Source: an optimization exercise on an open RTL-to-GDS flow (aim: small area and a short achievable clock period). Production flows keep margins and buffers that such runs may drop.
In this exercise RTL edits were held to simulation tests only and were not proved equivalent to the original.
Power figures rest on the tool's default switching activity, not on a simulated workload.

==> v22: inputs <==
## tag_mem_bank_responder
module tag_mem_bank_responder #(
    parameter int DEPTH   = 48,
    parameter int TIMEOUT = 8
) (
    input  logic        clk,
    input  logic        reset,
    input  logic [2:0]  mem_sel,
    input  logic [1:0]  RorW,
    input  logic [5:0]  mem_address,
    input  logic        PC_B,
    input  logic        SE,
    input  logic        WE,
    input  logic [15:0] mem_data_out,
    output logic [15:0] mem_read_in,
    output logic        mem_busy,
    output logic        mem_err,
    output logic [1:0]  err_code
);
==> flow/config.mk <==
export PLATFORM = sky130hd
export DESIGN_NAME = tag_mem_bank_responder
export DESIGN_NICKNAME = tag_mem_bank_responder
export VERILOG_FILES = /design/flow/design.v
export SDC_FILE = /design/flow/constraint.sdc
export NUM_CORES = 4
export LEC_CHECK = 0
export CAP_MARGIN = 20
export CORE_MARGIN = 2
export CORE_UTILIZATION = 40
export CTS_CLUSTER_DIAMETER = 70
export CTS_CLUSTER_SIZE = 24
export SETUP_SLACK_MARGIN = 1.7
export SLEW_MARGIN = 20
export SYNTH_HIERARCHICAL = 1
export SYNTH_MINIMUM_KEEP_SIZE = 0
export TNS_END_PERCENT = 20
==> flow/constraint.sdc <==
create_clock -name core_clock -period 4.0 [get_ports {clk}]
set_input_delay 0.8000 -clock core_clock [delete_from_list [all_inputs] [get_ports {clk}]]
set_output_delay 0.8000 -clock core_clock [all_outputs]
set_load 0.01 [all_outputs]
run.sh (not shown) runs the stock make flow with config.mk's settings and CLKGATE_MAP_FILE= SYNTH_SCRIPT=/design/flow/synth_recipe.tcl, a recipe that flattens the netlist after the stock synthesis.
==> inputs of v19, as changes to v22 <==
==> flow/design.v (replaced) <==
package tag_mem_pkg;
    localparam logic [1:0] RW_IDLE    = 2'b00;
    localparam logic [1:0] RW_READ    = 2'b01;
    localparam logic [1:0] RW_WRITE   = 2'b10;
    localparam logic [1:0] RW_ILLEGAL = 2'b11;
    localparam logic [1:0] ERR_NONE = 2'b00;
    localparam logic [1:0] ERR_SEL  = 2'b01;
    localparam logic [1:0] ERR_ADDR = 2'b10;
    localparam logic [1:0] ERR_SEQ  = 2'b11;
endpackage
module tag_mem_bank #(
    parameter int DEPTH = 48
) (
    input  logic             clk,
    input  logic             we,
    input  logic [DEPTH-1:0] wsel,
    input  logic [DEPTH-1:0] rsel,
    input  logic [15:0]      wr_dat,
    output logic [15:0]      rd_dat
);
    logic [DEPTH-1:0][15:0] mem;
    for (genvar i = 0; i < DEPTH; i++) begin : g_word
        always_ff @(posedge clk) begin
            if (we && wsel[i]) begin
                mem[i] <= wr_dat;
            end
        end
    end
    always_comb begin
        rd_dat = '0;
        for (int i = 0; i < DEPTH; i++) begin
            rd_dat = rd_dat | (mem[i] & {16{rsel[i]}});
        end
    end
endmodule
module tag_mem_bank_responder #(
    parameter int DEPTH   = 48,
    parameter int TIMEOUT = 8
) (
    input  logic        clk,
    input  logic        reset,
    input  logic [2:0]  mem_sel,
    input  logic [1:0]  RorW,
    input  logic [5:0]  mem_address,
    input  logic        PC_B,
    input  logic        SE,
    input  logic        WE,
    input  logic [15:0] mem_data_out,
    output logic [15:0] mem_read_in,
    output logic        mem_busy,
    output logic        mem_err,
    output logic [1:0]  err_code
);
    localparam int            CW       = (TIMEOUT > 2) ? $clog2(TIMEOUT) : 1;
    localparam logic [CW-1:0] TMO_LAST = CW'(TIMEOUT - 1);
    logic            busy, acc;
    logic [CW-1:0]   tmo_cnt;
    logic            lat_rd;
    logic [2:0]      lat_sel;
    logic [5:0]      lat_addr;
    logic [15:0]     rd_q;
    logic [1:0]      err_q;
    logic            err_flag;
    logic [DEPTH-1:0] rsel, wsel;
    logic [15:0]      bank_rd [3];
    logic [15:0]      rd_word;
    logic sel_ok, req, bad_req, rw_acc, addr_oob, start, rd_go, addr_err;
    assign sel_ok   = (mem_sel == 3'b001) || (mem_sel == 3'b010) || (mem_sel == 3'b100);
    assign req      = !busy && !PC_B;
    assign bad_req  = !sel_ok || (RorW == tag_mem_pkg::RW_ILLEGAL);
    assign rw_acc   = (RorW == tag_mem_pkg::RW_READ) || (RorW == tag_mem_pkg::RW_WRITE);
    assign addr_oob = {1'b0, mem_address} >= 7'(DEPTH);
    assign addr_err = req && !bad_req && rw_acc && addr_oob;
    assign start    = req && !bad_req && rw_acc && !addr_oob;
    assign rd_go    = start && (RorW == tag_mem_pkg::RW_READ);
    logic waiting, tmo, rd_done, wr_go, seq_err;
    assign waiting = !PC_B || (!SE && !WE);
    assign tmo     = acc && waiting && (tmo_cnt == TMO_LAST);
    assign rd_done = acc && PC_B && SE && !WE && lat_rd;
    assign wr_go   = acc && PC_B && WE && !SE && !lat_rd;
    assign seq_err = tmo || (acc && !waiting && !rd_done && !wr_go);
    logic rec_done;
    assign rec_done = (RorW == tag_mem_pkg::RW_IDLE) && !SE && !WE;
    logic busy_nxt, acc_nxt, set_err;
    logic [1:0] err_nxt;
    always_comb begin
        if (!busy) begin
            busy_nxt = req && (bad_req || rw_acc);
            acc_nxt  = start;
        end else if (acc) begin
            busy_nxt = 1'b1;
            acc_nxt  = waiting && !tmo;
        end else begin
            busy_nxt = !rec_done;
            acc_nxt  = 1'b0;
        end
        set_err = (req && bad_req) || addr_err || seq_err;
        if (!busy)
            err_nxt = bad_req ? tag_mem_pkg::ERR_SEL : tag_mem_pkg::ERR_ADDR;
        else
            err_nxt = tag_mem_pkg::ERR_SEQ;
    end
    always_ff @(posedge clk or posedge reset) begin
        if (reset) begin
            busy     <= 1'b0;
            acc      <= 1'b0;
            err_flag <= 1'b0;
            err_q    <= tag_mem_pkg::ERR_NONE;
            rd_q     <= '0;
        end else begin
            busy <= busy_nxt;
            acc  <= acc_nxt;
            if (set_err) begin
                err_flag <= 1'b1;
                err_q    <= err_nxt;
            end
            if (rd_go) begin
                rd_q <= rd_word;
            end
        end
    end
    always_ff @(posedge clk) begin
        if (!busy) begin
            lat_rd   <= (RorW == tag_mem_pkg::RW_READ);
            lat_sel  <= mem_sel;
            lat_addr <= mem_address;
        end
        tmo_cnt <= acc ? tmo_cnt + 1'b1 : '0;
    end
    function automatic logic [DEPTH-1:0] word_dec(input logic [5:0] a);
        for (int i = 0; i < DEPTH; i++) begin
            if (i >= 32)
                word_dec[i] = a[5] && (a[3:0] == 4'(i));
            else
                word_dec[i] = !a[5] && (a[4:0] == 5'(i));
        end
    endfunction
    assign rsel = word_dec(mem_address);
    assign wsel = word_dec(lat_addr);
    for (genvar b = 0; b < 3; b++) begin : g_bank
        tag_mem_bank #(
            .DEPTH (DEPTH)
        ) u_bank (
            .clk    (clk),
            .we     (wr_go && lat_sel[b]),
            .wsel   (wsel),
            .rsel   (rsel),
            .wr_dat (mem_data_out),
            .rd_dat (bank_rd[b])
        );
    end
    assign rd_word = (bank_rd[0] & {16{mem_sel[0]}}) |
                     (bank_rd[1] & {16{mem_sel[1]}}) |
                     (bank_rd[2] & {16{mem_sel[2]}});
    assign mem_read_in = rd_q;
    assign mem_busy    = busy;
    assign mem_err     = err_flag;
    assign err_code    = err_q;
endmodule
--- a/flow/config.mk
+++ b/flow/config.mk
@@ -7,11 +7,8 @@
 export LEC_CHECK = 0
 export CAP_MARGIN = 20
 export CORE_MARGIN = 2
 export CORE_UTILIZATION = 40
 export CTS_CLUSTER_DIAMETER = 70
 export CTS_CLUSTER_SIZE = 24
-export SETUP_SLACK_MARGIN = 1.7
+export SETUP_SLACK_MARGIN = 1.5
 export SLEW_MARGIN = 20
-export SYNTH_HIERARCHICAL = 1
-export SYNTH_MINIMUM_KEEP_SIZE = 0
-export TNS_END_PERCENT = 20
==> flow_summary.json <==
{
  "nNetsFinal": 5805,
  "syn-num-nets": 5018,
  "nWellTaps": 2854,
  "status": "no timing/DRC/antenna violations",
  "buffers": 975,
  "track_usage_pct": 36.88,
  "core-area_mm2": 0.2174,
  "finalCritPeriodShare_pct": 71.72,
  "worstRegToRegCells": 7,
  "p_sw_share_pct": 23.41,
  "grt_max_degree": 129,
  "synth_edf_count": 2314
}
the above is filed under v19

==> flow_summary.json <==
{
  "p_sw_share_pct": 24.22,
  "buffers": 674,
  "core-area_mm2": 0.2017,
  "syn-num-nets": 6489,
  "nNetsFinal": 7367,
  "track_usage_pct": 31.97,
  "nWellTaps": 2672,
  "drt_wl_total_um": 353600,
  "worstRegToRegCells": 4,
  "status": "no timing/DRC/antenna violations",
  "finalCritPeriodShare_pct": 64.90,
  "grt_max_degree": 127,
  "syn-instance-count": 6452
}
the above is filed under v22


==> inputs of run Y <==
tag_mem_bank_responder, a different RTL version from the one above (not shown whole).
Settings: LEC_CHECK=0, CAP_MARGIN=20, CORE_MARGIN=2, CORE_UTILIZATION=40, CTS_CLUSTER_DIAMETER=70, CTS_CLUSTER_SIZE=24, SETUP_SLACK_MARGIN=1.5, SLEW_MARGIN=20, SYNTH_HIERARCHICAL=1, SYNTH_MINIMUM_KEEP_SIZE=0; clock period 4.0 ns.
==> run D: changes against run Y <==
==> flow/design.v (replaced) <==
package tag_mem_pkg;
    localparam logic [1:0] RW_IDLE    = 2'b00;
    localparam logic [1:0] RW_READ    = 2'b01;
    localparam logic [1:0] RW_WRITE   = 2'b10;
    localparam logic [1:0] RW_ILLEGAL = 2'b11;
    localparam logic [1:0] ERR_NONE = 2'b00;
    localparam logic [1:0] ERR_SEL  = 2'b01;
    localparam logic [1:0] ERR_ADDR = 2'b10;
    localparam logic [1:0] ERR_SEQ  = 2'b11;
endpackage
module tag_mem_bank #(
    parameter int DEPTH = 48
) (
    input  logic             clk,
    input  logic             we,
    input  logic [DEPTH-1:0] wsel,
    input  logic [DEPTH-1:0] rsel,
    input  logic [15:0]      wr_dat,
    output logic [15:0]      rd_dat
);
    logic [DEPTH-1:0][15:0] mem;
    for (genvar i = 0; i < DEPTH; i++) begin : g_word
        always_ff @(posedge clk) begin
            if (we && wsel[i]) begin
                mem[i] <= wr_dat;
            end
        end
    end
    always_comb begin
        rd_dat = '0;
        for (int i = 0; i < DEPTH; i++) begin
            rd_dat = rd_dat | (mem[i] & {16{rsel[i]}});
        end
    end
endmodule
module tag_mem_bank_responder #(
    parameter int DEPTH   = 48,
    parameter int TIMEOUT = 8
) (
    input  logic        clk,
    input  logic        reset,
    input  logic [2:0]  mem_sel,
    input  logic [1:0]  RorW,
    input  logic [5:0]  mem_address,
    input  logic        PC_B,
    input  logic        SE,
    input  logic        WE,
    input  logic [15:0] mem_data_out,
    output logic [15:0] mem_read_in,
    output logic        mem_busy,
    output logic        mem_err,
    output logic [1:0]  err_code
);
    localparam int            CW       = (TIMEOUT > 2) ? $clog2(TIMEOUT) : 1;
    localparam logic [CW-1:0] TMO_LAST = CW'(TIMEOUT - 1);
    logic            busy, acc;
    logic [CW-1:0]   tmo_cnt;
    logic            lat_rd;
    logic [2:0]      lat_sel;
    logic [5:0]      lat_addr;
    logic [15:0]     rd_q;
    logic [1:0]      err_q;
    logic            err_flag;
    logic [DEPTH-1:0] rsel, wsel;
    logic [15:0]      bank_rd [3];
    logic [15:0]      rd_word;
    logic sel_ok, req, bad_req, rw_acc, addr_oob, start, rd_go, addr_err;
    assign sel_ok   = (mem_sel == 3'b001) || (mem_sel == 3'b010) || (mem_sel == 3'b100);
    assign req      = !busy && !PC_B;
    assign bad_req  = !sel_ok || (RorW == tag_mem_pkg::RW_ILLEGAL);
    assign rw_acc   = (RorW == tag_mem_pkg::RW_READ) || (RorW == tag_mem_pkg::RW_WRITE);
    assign addr_oob = {1'b0, mem_address} >= 7'(DEPTH);
    assign addr_err = req && !bad_req && rw_acc && addr_oob;
    assign start    = req && !bad_req && rw_acc && !addr_oob;
    assign rd_go    = start && (RorW == tag_mem_pkg::RW_READ);
    logic waiting, tmo, rd_done, wr_go, seq_err;
    assign waiting = !PC_B || (!SE && !WE);
    assign tmo     = acc && waiting && (tmo_cnt == TMO_LAST);
    assign rd_done = acc && PC_B && SE && !WE && lat_rd;
    assign wr_go   = acc && PC_B && WE && !SE && !lat_rd;
    assign seq_err = tmo || (acc && !waiting && !rd_done && !wr_go);
    logic rec_done;
    assign rec_done = (RorW == tag_mem_pkg::RW_IDLE) && !SE && !WE;
    logic busy_nxt, acc_nxt, set_err;
    logic [1:0] err_nxt;
    always_comb begin
        if (!busy) begin
            busy_nxt = req && (bad_req || rw_acc);
            acc_nxt  = start;
        end else if (acc) begin
            busy_nxt = 1'b1;
            acc_nxt  = waiting && !tmo;
        end else begin
            busy_nxt = !rec_done;
            acc_nxt  = 1'b0;
        end
        set_err = (req && bad_req) || addr_err || seq_err;
        if (!busy)
            err_nxt = bad_req ? tag_mem_pkg::ERR_SEL : tag_mem_pkg::ERR_ADDR;
        else
            err_nxt = tag_mem_pkg::ERR_SEQ;
    end
    always_ff @(posedge clk or posedge reset) begin
        if (reset) begin
            busy     <= 1'b0;
            acc      <= 1'b0;
            err_flag <= 1'b0;
            err_q    <= tag_mem_pkg::ERR_NONE;
            rd_q     <= '0;
        end else begin
            busy <= busy_nxt;
            acc  <= acc_nxt;
            if (set_err) begin
                err_flag <= 1'b1;
                err_q    <= err_nxt;
            end
            if (rd_go) begin
                rd_q <= rd_word;
            end
        end
    end
    always_ff @(posedge clk) begin
        if (!busy) begin
            lat_rd   <= (RorW == tag_mem_pkg::RW_READ);
            lat_sel  <= mem_sel;
            lat_addr <= mem_address;
        end
        tmo_cnt <= acc ? tmo_cnt + 1'b1 : '0;
    end
    function automatic logic [DEPTH-1:0] word_dec(input logic [5:0] a);
        for (int i = 0; i < DEPTH; i++) begin
            if (i >= 32)
                word_dec[i] = a[5] && (a[3:0] == 4'(i));
            else
                word_dec[i] = !a[5] && (a[4:0] == 5'(i));
        end
    endfunction
    assign rsel = word_dec(mem_address);
    assign wsel = word_dec(lat_addr);
    for (genvar b = 0; b < 3; b++) begin : g_bank
        tag_mem_bank #(
            .DEPTH (DEPTH)
        ) u_bank (
            .clk    (clk),
            .we     (wr_go && lat_sel[b]),
            .wsel   (wsel),
            .rsel   (rsel),
            .wr_dat (mem_data_out),
            .rd_dat (bank_rd[b])
        );
    end
    assign rd_word = (bank_rd[0] & {16{mem_sel[0]}}) |
                     (bank_rd[1] & {16{mem_sel[1]}}) |
                     (bank_rd[2] & {16{mem_sel[2]}});
    assign mem_read_in = rd_q;
    assign mem_busy    = busy;
    assign mem_err     = err_flag;
    assign err_code    = err_q;
endmodule
CTS_CLUSTER_DIAMETER = unset   (was 70)
CTS_CLUSTER_SIZE = unset   (was 24)
SYNTH_HIERARCHICAL = unset   (was 1)
SYNTH_MINIMUM_KEEP_SIZE = unset   (was 0)
==> run F: changes against run Y <==
--- a/flow/design.v
+++ b/flow/design.v
@@ -7,26 +7,25 @@
     localparam logic [1:0] ERR_SEL  = 2'b01;
     localparam logic [1:0] ERR_ADDR = 2'b10;
     localparam logic [1:0] ERR_SEQ  = 2'b11;
 endpackage
 module tag_mem_bank #(
     parameter int DEPTH = 48
 ) (
     input  logic             clk,
-    input  logic             we,
-    input  logic [DEPTH-1:0] wsel,
+    input  logic [DEPTH-1:0] wen,
     input  logic [DEPTH-1:0] rsel,
     input  logic [15:0]      wr_dat,
     output logic [15:0]      rd_dat
 );
     logic [DEPTH-1:0][15:0] mem;
     for (genvar i = 0; i < DEPTH; i++) begin : g_word
         always_ff @(posedge clk) begin
-            if (we && wsel[i]) begin
+            if (wen[i]) begin
                 mem[i] <= wr_dat;
             end
         end
     end
     for (genvar j = 0; j < 16; j++) begin : g_bit
         logic [15:0] l1;    
         logic [3:0]  l2;    
         logic [1:0]  l3;    
@@ -81,16 +80,22 @@
 );
     assign y = !(a && b && c);
 endmodule
 module tag_mem_and3 (
     input  logic a, b, c,
     output logic y
 );
     assign y = a && b && c;
+endmodule
+module tag_mem_and2 (
+    input  logic a, b,
+    output logic y
+);
+    assign y = a && b;
 endmodule
 module tag_mem_bank_responder #(
     parameter int DEPTH   = 48,
     parameter int TIMEOUT = 8
 ) (
     input  logic        clk,
     input  logic        reset,
     input  logic [2:0]  mem_sel,
@@ -110,18 +115,18 @@
     logic            busy, acc;
     logic [CW-1:0]   tmo_cnt;
     logic            lat_rd;
     logic [8:0]      lat_bh;
     logic [3:0]      lat_mid, lat_lo;
     logic [15:0]     rd_q [3];
     logic [1:0]      err_q;
     logic            err_flag;
-    logic [DEPTH-1:0] rsel;
-    logic [DEPTH-1:0] wsel [3];
+    logic [DEPTH-1:0] rsel [3];
+    logic [DEPTH-1:0] wen [3];
     logic [15:0]      bank_rd [3];
     logic sel_ok, req, bad_req, rw_acc, addr_oob, start, rd_go, addr_err;
     assign sel_ok   = (mem_sel == 3'b001) || (mem_sel == 3'b010) || (mem_sel == 3'b100);
     assign req      = !busy && !PC_B;
     assign bad_req  = !sel_ok || (RorW == tag_mem_pkg::RW_ILLEGAL);
     assign rw_acc   = (RorW == tag_mem_pkg::RW_READ) || (RorW == tag_mem_pkg::RW_WRITE);
     assign addr_oob = {1'b0, mem_address} >= 7'(DEPTH);
     assign addr_err = req && !bad_req && rw_acc && addr_oob;
@@ -198,32 +203,42 @@
         for (int k = 0; k < 4; k++) begin
             pd_lo[k]  = (mem_address[1:0] == 2'(k));
             pd_mid[k] = (mem_address[3:2] == 2'(k));
         end
         pd_hi[0] = !mem_address[5] && !mem_address[4];
         pd_hi[1] = !mem_address[5] &&  mem_address[4];
         pd_hi[2] =  mem_address[5];
     end
-    for (genvar i = 0; i < DEPTH; i++) begin : g_rdec
-        tag_mem_and3 u_and (.a(pd_lo[i%4]), .b(pd_mid[(i/4)%4]), .c(pd_hi[i/16]), .y(rsel[i]));
-    end
-    always_comb begin
-        for (int b = 0; b < 3; b++)
-            for (int i = 0; i < DEPTH; i++)
-                wsel[b][i] = lat_bh[3*b + i/16] && lat_mid[(i/4)%4] && lat_lo[i%4];
+    for (genvar b = 0; b < 3; b++) begin : g_rdec
+        for (genvar i = 0; i < DEPTH; i++) begin : g_w
+            tag_mem_and3 u_and (.a(pd_lo[i%4]), .b(pd_mid[(i/4)%4]), .c(pd_hi[i/16]),
+                                .y(rsel[b][i]));
+        end
+    end
+    logic [3:0]  wgo_lo;
+    logic [11:0] wrow [3];
+    for (genvar k = 0; k < 4; k++) begin : g_wcol
+        tag_mem_and2 u_and (.a(wr_go), .b(lat_lo[k]), .y(wgo_lo[k]));
+    end
+    for (genvar b = 0; b < 3; b++) begin : g_wrow
+        for (genvar r = 0; r < DEPTH / 4; r++) begin : g_r
+            tag_mem_and2 u_and (.a(lat_bh[3*b + r/4]), .b(lat_mid[r%4]), .y(wrow[b][r]));
+        end
+        for (genvar i = 0; i < DEPTH; i++) begin : g_w
+            tag_mem_and2 u_and (.a(wrow[b][i/4]), .b(wgo_lo[i%4]), .y(wen[b][i]));
+        end
     end
     for (genvar b = 0; b < 3; b++) begin : g_bank
         tag_mem_bank #(
             .DEPTH (DEPTH)
         ) u_bank (
             .clk    (clk),
-            .we     (wr_go),
-            .wsel   (wsel[b]),
-            .rsel   (rsel),
+            .wen    (wen[b]),
+            .rsel   (rsel[b]),
             .wr_dat (mem_data_out),
             .rd_dat (bank_rd[b])
         );
     end
     for (genvar j = 0; j < 16; j++) begin : g_out
         logic [2:0] qn;
         for (genvar b = 0; b < 3; b++) begin : g_inv
             tag_mem_inv u_inv (.a(rd_q[b][j]), .y(qn[b]));
==> metrics.md <==
| Metric | Value |
|---|---|
| Post-synthesis cell type count | `89` |
| Placement Cell Area | `98200 um2` |
| Clk_buf instances | `293` |
| GR Util All Layers | `0.372` |
| Post-synth EDFFs | `2314` |
| Worst path depth | `12` |
| P_comb | `3.05 mW` |
| Sequential share of power | `0.522` |
| Die area | `223000 um2` |
| Status | `no timing/DRC/antenna violations` |
| Placed Cells incl. Taps | `8228` |
| Routing usage on met3 | `0.160` |
The numbers above come from run D.

==> metrics.md <==
| Metric | Value |
|---|---|
| Placed Cells incl. Taps | `7407` |
| Die area | `214000 um2` |
| GR Util All Layers | `0.221` |
| Clk_buf instances | `167` |
| Post-synthesis cell type count | `29` |
| Post-synth EDFFs | `2322` |
| Sequential share of power | `0.621` |
| Status | `no timing/DRC/antenna violations` |
The numbers above come from run F.

==> metrics.md <==
| Metric | Value |
|---|---|
| Placement Cell Area | `91300 um2` |
| GR Util All Layers | `0.230` |
| Worst path depth | `11` |
| P_comb | `1.90 mW` |
| Placed Cells incl. Taps | `7257` |
| Area leader, netlist | `edfxtp_1` |
| Clk sink count | `2378` |
| Post-synthesis cell type count | `31` |
| Multi-input logic cell count | `1694` |
| IO buf count | `51` |
| Routing usage on met3 | `0.0300` |
| Status | `no timing/DRC/antenna violations` |
| Clk_buf instances | `158` |
| Sequential share of power | `0.634` |
The numbers above come from run Y.

afterwards: timing with drivers on the ports:
Ports are ideal in the flow. The routed layouts listed here were re-timed in OpenROAD.
Step 1 (the two cells are an assumption about what drives the block):
set clk [get_ports {clk}]
set_driving_cell -lib_cell sky130_fd_sc_hd__clkbuf_16 $clk
set_driving_cell -lib_cell sky130_fd_sc_hd__buf_2 [delete_from_list [all_inputs] $clk]
Step 2 also shifts input and output timing later by t, the mid clock arrival at the registers, as if the neighbouring blocks saw the same clock.
Three values: ideal, step 1, step 2; two values: the first two.
| run | t (ns) | slack for setup (ns) | latest minus earliest clock arrival (ns) |
|---|---|---|---|
| v22 | 0.918 | 1.404 / 1.367 / 0.533 | 0.050 / 0.049 |
| v19 | 0.933 | 1.131 / 0.954 / 0.020 | 0.053 / 0.053 |
| run Y | 0.875 | 1.459 / 1.416 / 0.540 | 0.043 / 0.043 |
| run D | 0.982 | 1.147 / 0.953 / -0.029 | 0.052 / 0.052 |
| run F | 0.898 | 1.379 / 1.400 / 0.535 | 0.043 / 0.044 |
Met with ideal ports but missed after step 2: setup timing in run D. For run D, which loses most, drivers alone change the setup slack by -0.194 ns; drivers and shift together by -1.176 ns.
